This is an optimization exercise on Yosys and OpenROAD, whose aim is small area and a short achievable clock period, not a production implementation. Function was checked by simulation only, so behaviour that the tests miss may differ from the original. No activity file was given, so power comes from the tool's default toggle rates.

File: design.v
package dmem_pkg;
  localparam int DW_DEF       = 32;
  localparam int AW_DEF       = 7;
  localparam int INIT_TOP_DEF = 23;
  localparam int INIT_NXT_DEF = 17;
  typedef enum logic {
    INIT = 1'b0,
    RUN  = 1'b1
  } state_e;
endpackage
module dmem_ram #(
  parameter int DW = 8,
  parameter int AW = 8
) (
  input  logic            clk_i,
  input  logic            we_i,
  input  logic [AW-1:0]   waddr_i,
  input  logic [DW-1:0]   wdata_i,
  input  logic [DW/8-1:0] be_i,
  input  logic            re_i,
  input  logic [AW-1:0]   raddr_i,
  output logic [DW-1:0]   rdata_o
);
  localparam int NB    = DW / 8;
  localparam int DEPTH = 1 << AW;
  logic [DW-1:0] mem_q [DEPTH];
  logic [DW-1:0] rdata_q;
  always_ff @(posedge clk_i) begin
    for (int i = 0; i < NB; i++) begin
      if (we_i && be_i[i]) begin
        mem_q[waddr_i][8*i +: 8] <= wdata_i[8*i +: 8];
      end
    end
    if (re_i) begin
      rdata_q <= mem_q[raddr_i];
    end
  end
  assign rdata_o = rdata_q;
endmodule
module dmem_ctrl #(
  parameter int DW       = dmem_pkg::DW_DEF,
  parameter int AW       = dmem_pkg::AW_DEF,
  parameter int INIT_TOP = dmem_pkg::INIT_TOP_DEF,
  parameter int INIT_NXT = dmem_pkg::INIT_NXT_DEF
) (
  input  logic            clk,
  input  logic            rst_n,
  input  logic            req_valid,
  output logic            req_ready,
  input  logic            req_write,
  input  logic [AW-1:0]   req_addr,
  input  logic [DW-1:0]   req_wdata,
  input  logic [DW/8-1:0] req_be,
  output logic            rsp_valid,
  output logic [DW-1:0]   rsp_rdata,
  output logic            init_busy
);
  localparam logic [AW-1:0] TOP_A = {AW{1'b1}};
  localparam logic [AW-1:0] NXT_A = TOP_A - AW'(1);
  localparam logic [DW-1:0] TOP_V = DW'(INIT_TOP);
  localparam logic [DW-1:0] NXT_V = DW'(INIT_NXT);
  dmem_pkg::state_e state_q, state_d;
  logic [AW-1:0]   cnt_q, cnt_d;
  logic            rsp_valid_q, rsp_valid_d;
  logic            has_q, has_d;
  logic            we;
  logic            re;
  logic [AW-1:0]   waddr;
  logic [DW-1:0]   wdata;
  logic [DW/8-1:0] be;
  logic [DW-1:0]   ram_rdata;
  always_comb begin
    state_d     = state_q;
    cnt_d       = cnt_q;
    rsp_valid_d = 1'b0;
    we          = 1'b0;
    re          = 1'b0;
    waddr       = req_addr;
    wdata       = req_wdata;
    be          = req_be;
    unique case (state_q)
      dmem_pkg::INIT: begin
        we    = 1'b1;
        waddr = cnt_q;
        be    = '1;
        if (cnt_q == TOP_A) begin
          wdata = TOP_V;
        end else if (cnt_q == NXT_A) begin
          wdata = NXT_V;
        end else begin
          wdata = '0;
        end
        if (cnt_q == TOP_A) begin
          state_d = dmem_pkg::RUN;
          cnt_d   = '0;
        end else begin
          cnt_d = cnt_q + AW'(1);
        end
      end
      dmem_pkg::RUN: begin
        if (req_valid) begin
          we = req_write;
          re = ~req_write;
        end
        rsp_valid_d = re;
      end
      default: ;
    endcase
    has_d = has_q | re;
  end
  always_ff @(posedge clk or negedge rst_n) begin
    if (!rst_n) begin
      state_q     <= dmem_pkg::INIT;
      cnt_q       <= '0;
      rsp_valid_q <= 1'b0;
      has_q       <= 1'b0;
    end else begin
      state_q     <= state_d;
      cnt_q       <= cnt_d;
      rsp_valid_q <= rsp_valid_d;
      has_q       <= has_d;
    end
  end
  dmem_ram #(
    .DW (DW),
    .AW (AW)
  ) u_ram (
    .clk_i   (clk),
    .we_i    (we),
    .waddr_i (waddr),
    .wdata_i (wdata),
    .be_i    (be),
    .re_i    (re),
    .raddr_i (req_addr),
    .rdata_o (ram_rdata)
  );
  assign rsp_valid = rsp_valid_q;
  assign rsp_rdata = has_q ? ram_rdata : '0;
  assign init_busy = (state_q == dmem_pkg::INIT);
  assign req_ready = (state_q == dmem_pkg::RUN);
endmodule
File: run.sh
#!/bin/bash
# synth_recipe.tcl (not shown) runs the flow's synth.tcl, then flattens the netlist and writes it again
# the make line also repeats each setting of config.mk as NAME=value (left out here)
make -C /OpenROAD-flow-scripts/flow DESIGN_CONFIG=/design/flow/config.mk WORK_HOME=/design/flow/orfs CLKGATE_MAP_FILE= SYNTH_SCRIPT=/design/flow/synth_recipe.tcl finish
File: config.mk
export PLATFORM = sky130hd
export DESIGN_NAME = dmem_ctrl
export DESIGN_NICKNAME = dmem_ctrl
export VERILOG_FILES = /design/flow/design.v
export SDC_FILE = /design/flow/constraint.sdc
export NUM_CORES = 4
export LEC_CHECK = 0
export CAP_MARGIN = 20
export CORE_MARGIN = 2
export CORE_UTILIZATION = 40
export SLEW_MARGIN = 20
File: constraint.sdc
create_clock -name core_clock -period 4.0 [get_ports {clk}]
set_input_delay 0.8000 -clock core_clock [delete_from_list [all_inputs] [get_ports {clk}]]
set_output_delay 0.8000 -clock core_clock [all_outputs]
set_load 0.01 [all_outputs]
==> run summary <==
* Htree depth at 5
* Post-CTS setup buffers at 0
* Cell Rows at 231
* Reg-to-reg critical path endpoint: u_ram.mem_q[90][25]$_DFFE_PP_
* Highest-count cells in the layout ignoring fill and taps: 4128 x sky130_fd_sc_hd__edfxtp_1, 1344 x sky130_fd_sc_hd__mux4_2, 800 x sky130_fd_sc_hd__buf_4, 513 x sky130_fd_sc_hd__nor2_1, 417 x sky130_fd_sc_hd__clkbuf_16
* Number of nets still failing antenna checks after routing at 0
* Number of cell instances on the worst register-to-register path at 6
* Sequential element share of the synthesized area at between 70% and 80%
* Buffering stage count on the worst path with inverters included at 2
* Crit path required time at 3.20 ns
* Vias in the first global route at 76300
* Number of hold violations in the final report at 0
* Setup CP Type: flip-flop to output port
* Hold buffer count at cts at 0
* Total via count after detailed routing at 74300
* Crit start category: flip-flop
* Buffer cell driving the clock tree root: sky130_fd_sc_hd__clkbuf_16
* Maximum clock path buffer count at 4
* Final period util at 90.1%
* Ports placed on the boundary at 82
* Register-to-Register Setup Slack at 0.77 ns
* Synth Instances at 6626
* Synth Area per Inst at ~24 um2
* Port Buffers at 81
* Avg WL per Cell at between 30 and 40 um
* Ratio of cells with drive above 1 in the final layout at between 30 and 40%
* Global-route wire length before repair at 572000 um
* Maximum number of pins on one net before global-route repair at 129
* Sequence of cells on the critical path: buf_4 > and2_1 > clkdlybuf4s50_1
* Synth Cell Area at 0.159 mm2
* Syn nets at 6675
* Pwr Density at 461 mW/mm2
* Post-detailed-placement half-perimeter wirelength at 254000 um
* Status: complete, no violations
* Synth Register Bits at slightly above 4000
* Max IR drop VDD at approximately 0.33 mV
* CTS tree: done
* Master of the slowest instance on the critical path: sky130_fd_sc_hd__dfrtp_2
* Final wirelength at between 400000 and 500000 um
* Number of design-rule violations left by the first detailed-router iteration at between 8000 and 9000
* Global-route congestion overflow total at 0
* Setup repair after global routing missed its margin: no
* Ratio of routed vias to standard cells at roughly 5.6
* Crit path DAT at 2.80 ns
* DRC viols at 0
* Overall die height at between 600 and 700 um
* Delay of the slowest critical-path stage at 0.76 ns
* Horizontal die dimension at ~640 um
* CTS clk-pin slew, worst paths at 0.07 ns
* Global Route Usage Sum at a little under 20%
* DIE AREA at 0.404 mm2
* CP top delay family: buffers and inverters
* Initial antenna violation count at 13
* Peak fanout along the critical path at 18
* Number of distinct standard cells referenced by the synthesized netlist at 34
* Leading cell type in the layout, fill and taps excluded: sky130_fd_sc_hd__edfxtp_1
* Final number of setup-violating endpoints at 0
* Clock Sink Count at between 4000 and 5000
* Leakage component of the power at roughly 48 nW
* Global placement routability congestion at 0.814
* Highest clock frequency the design can meet at approximately 0.28 GHz
* Final period demand of the worst path at around 3.6 ns
* Resize count post-CTS at 0
* Clock insertion delay at the later pin of the skew report at 0.94 ns
* Post-layout net count at 7698
* Launch point of the worst reg-to-reg path: state_q$_DFF_PN0_
* Area growth from synthesis to layout at 17.2%
* Cts bufs inserted at 408
* Number of optimization iterations in the first detailed-route pass at 6
* Placeable core area at 0.397 mm2
* Worst hold slack after final layout at 0.342 ns
* Crit end category: output port
* Slew at the pin with the worst max-slew slack at 0.951 ns
* HP Class: input pin to async pin
* Pins over their slew limit at 0
* Max_cap viols at 0
* Count of yosys warnings during synthesis at 2
* Total negative slack at 0 ns
* Fin Clk Skew at about 0.045 ns
* Starting utilization of the core area at 40.2%
* Max transition margin at a little over a third
layer usage:
layer / up-vias / global-route usage [%] / part of all wire [%]
met4: 4 / 4.79 / 2.4
met3: 486 / 2.64 / 6.3
met1: 40700 / 26.8 / 41
met2: 2704 / 33.3 / 51
li1: 30400 / - / -
met5: - / 0 / 0.0067
cell usage after synthesis, drive strengths merged:
cell type | n | area (um2)
a21o | 4 | 30.0
a21oi | 16 | 80.1
a22o | 1 | 8.76
a32o | 2 | 20.0
and2 | 60 | 375
buf | 140 | 652
clkbuf | 250 | 938
clkinv | 1 | 3.75
dfrtp | 10 | 250
edfxtp | 4128 | 124000
ha | 2 | 25.0
inv | 4 | 15.0
mux2 | 33 | 372
mux2i | 1 | 10.0
mux4 | 1344 | 30300
nand2 | 69 | 259
nand2b | 2 | 12.5
nand3 | 20 | 100
nand3b | 3 | 22.5
nand4b | 1 | 8.76
nor2 | 514 | 1930
nor2b | 1 | 6.26
o211ai | 1 | 7.51
o21ai | 5 | 25.0
o31ai | 1 | 7.51
o32ai | 2 | 17.5
or2 | 1 | 6.26
or3 | 2 | 12.5
or3b | 3 | 26.3
xnor2 | 4 | 35.0
xor2 | 1 | 8.76
power breakdown:
group / switching (W) / internal (W) / total (W)
registers: 0 / 0.0469 / 0.0469
logic: 0.000945 / 0.000806 / 0.00175
clock network: 0.0161 / 0.0214 / 0.0375
total: 0.0170 / 0.0691 / 0.0862
worst max path at each step:
stage / from / end / cells past startpoint
floorplan: state_q$_DFF_PN0_ / u_ram.mem_q[0][24]$_DFFE_PP_ / 6
global placement: req_addr[0] / u_ram.rdata_q[30]$_DFFE_PP_ / 7
detailed placement: req_addr[0] / u_ram.rdata_q[30]$_DFFE_PP_ / 7
CTS: has_q$_DFF_PN0_ / rsp_rdata[8] / 3
global route: has_q$_DFF_PN0_ / rsp_rdata[14] / 3
finish: has_q$_DFF_PN0_ / rsp_rdata[2] / 3
through the flow:
| step | instances | instance area [um2] | total power, W | setup slack [ns] | utilization [%] |
|---|---|---|---|---|---|
| after detailed placement | 12500 | 174000 | 0.0497 | -0.00450 | 43.9 |
| after floorplan | 6626 | 159000 | 0.0490 | 0.0729 | - |
| after CTS | 13200 | 187000 | 0.0869 | 0.306 | 47.1 |
| after global placement | 12500 | 174000 | 0.0497 | -0.0285 | 43.9 |
| final | 13200 | 187000 | 0.0862 | 0.398 | 47.1 |
| after global routing | 13200 | 187000 | 0.0886 | 0.306 | 47.1 |
state kept, by name, indices dropped and copies added, names as in the netlist:
name           count
cnt_q              7
u_ram.rdata_q     32
u_ram.mem_q     4096
has_q              1
rsp_valid_q        1
state_q            1
cell families after synthesis:
kind of cell | after synthesis | share of synthesized area [%]
compound gates | 32 | 0.123
xor+xnor | 5 | 0.0275
fa+ha+maj | 2 | 0.0157
buf+inv | 395 | 1.01
flops | 4138 | 77.9
mux | 1378 | 19.2
simple gates | 676 | 1.73
layout make-up:
cell class	count	area, um2
Sequential cell	4138	124000
Tap cell	5242	6560
Multi-Input combinational cell	2093	33800
Fill cell	32100	210000
Timing Repair Buffer	1003	9300
Clock buffer	495	10700
Clock inverter	254	2270
Antenna cell	6	15.0
Inverter	5	26.3

==> what the ideal ports hide <==
Ports are ideal in the flow. The routed layout listed here was re-timed in OpenROAD. Step 1 sets driving cells, clkbuf_16 on the clock port and buf_2 on the other inputs (assumed; they add their load-dependent delay and slew). Step 2 adds t to the input delays and takes it off the output delays; t is the mean of the earliest and latest rising clock arrival at the registers after step 1. Input paths then give back, and output paths get back, about the clock's delay inside the block. a / b / c = no drivers / after step 1 / after step 2; a / b = the first two.
shift t [ns]: 1.037
slack for setup (ns): 0.398 / 0.287 / -0.116
latest minus earliest clock arrival (ns): 0.054 / 0.054
pins driven straight from the clock port: 1
With both steps, setup timing fails in this run, where it was met with ideal ports. The setup slack of this run moves by -0.111 ns with the drivers and by -0.514 ns with both steps.
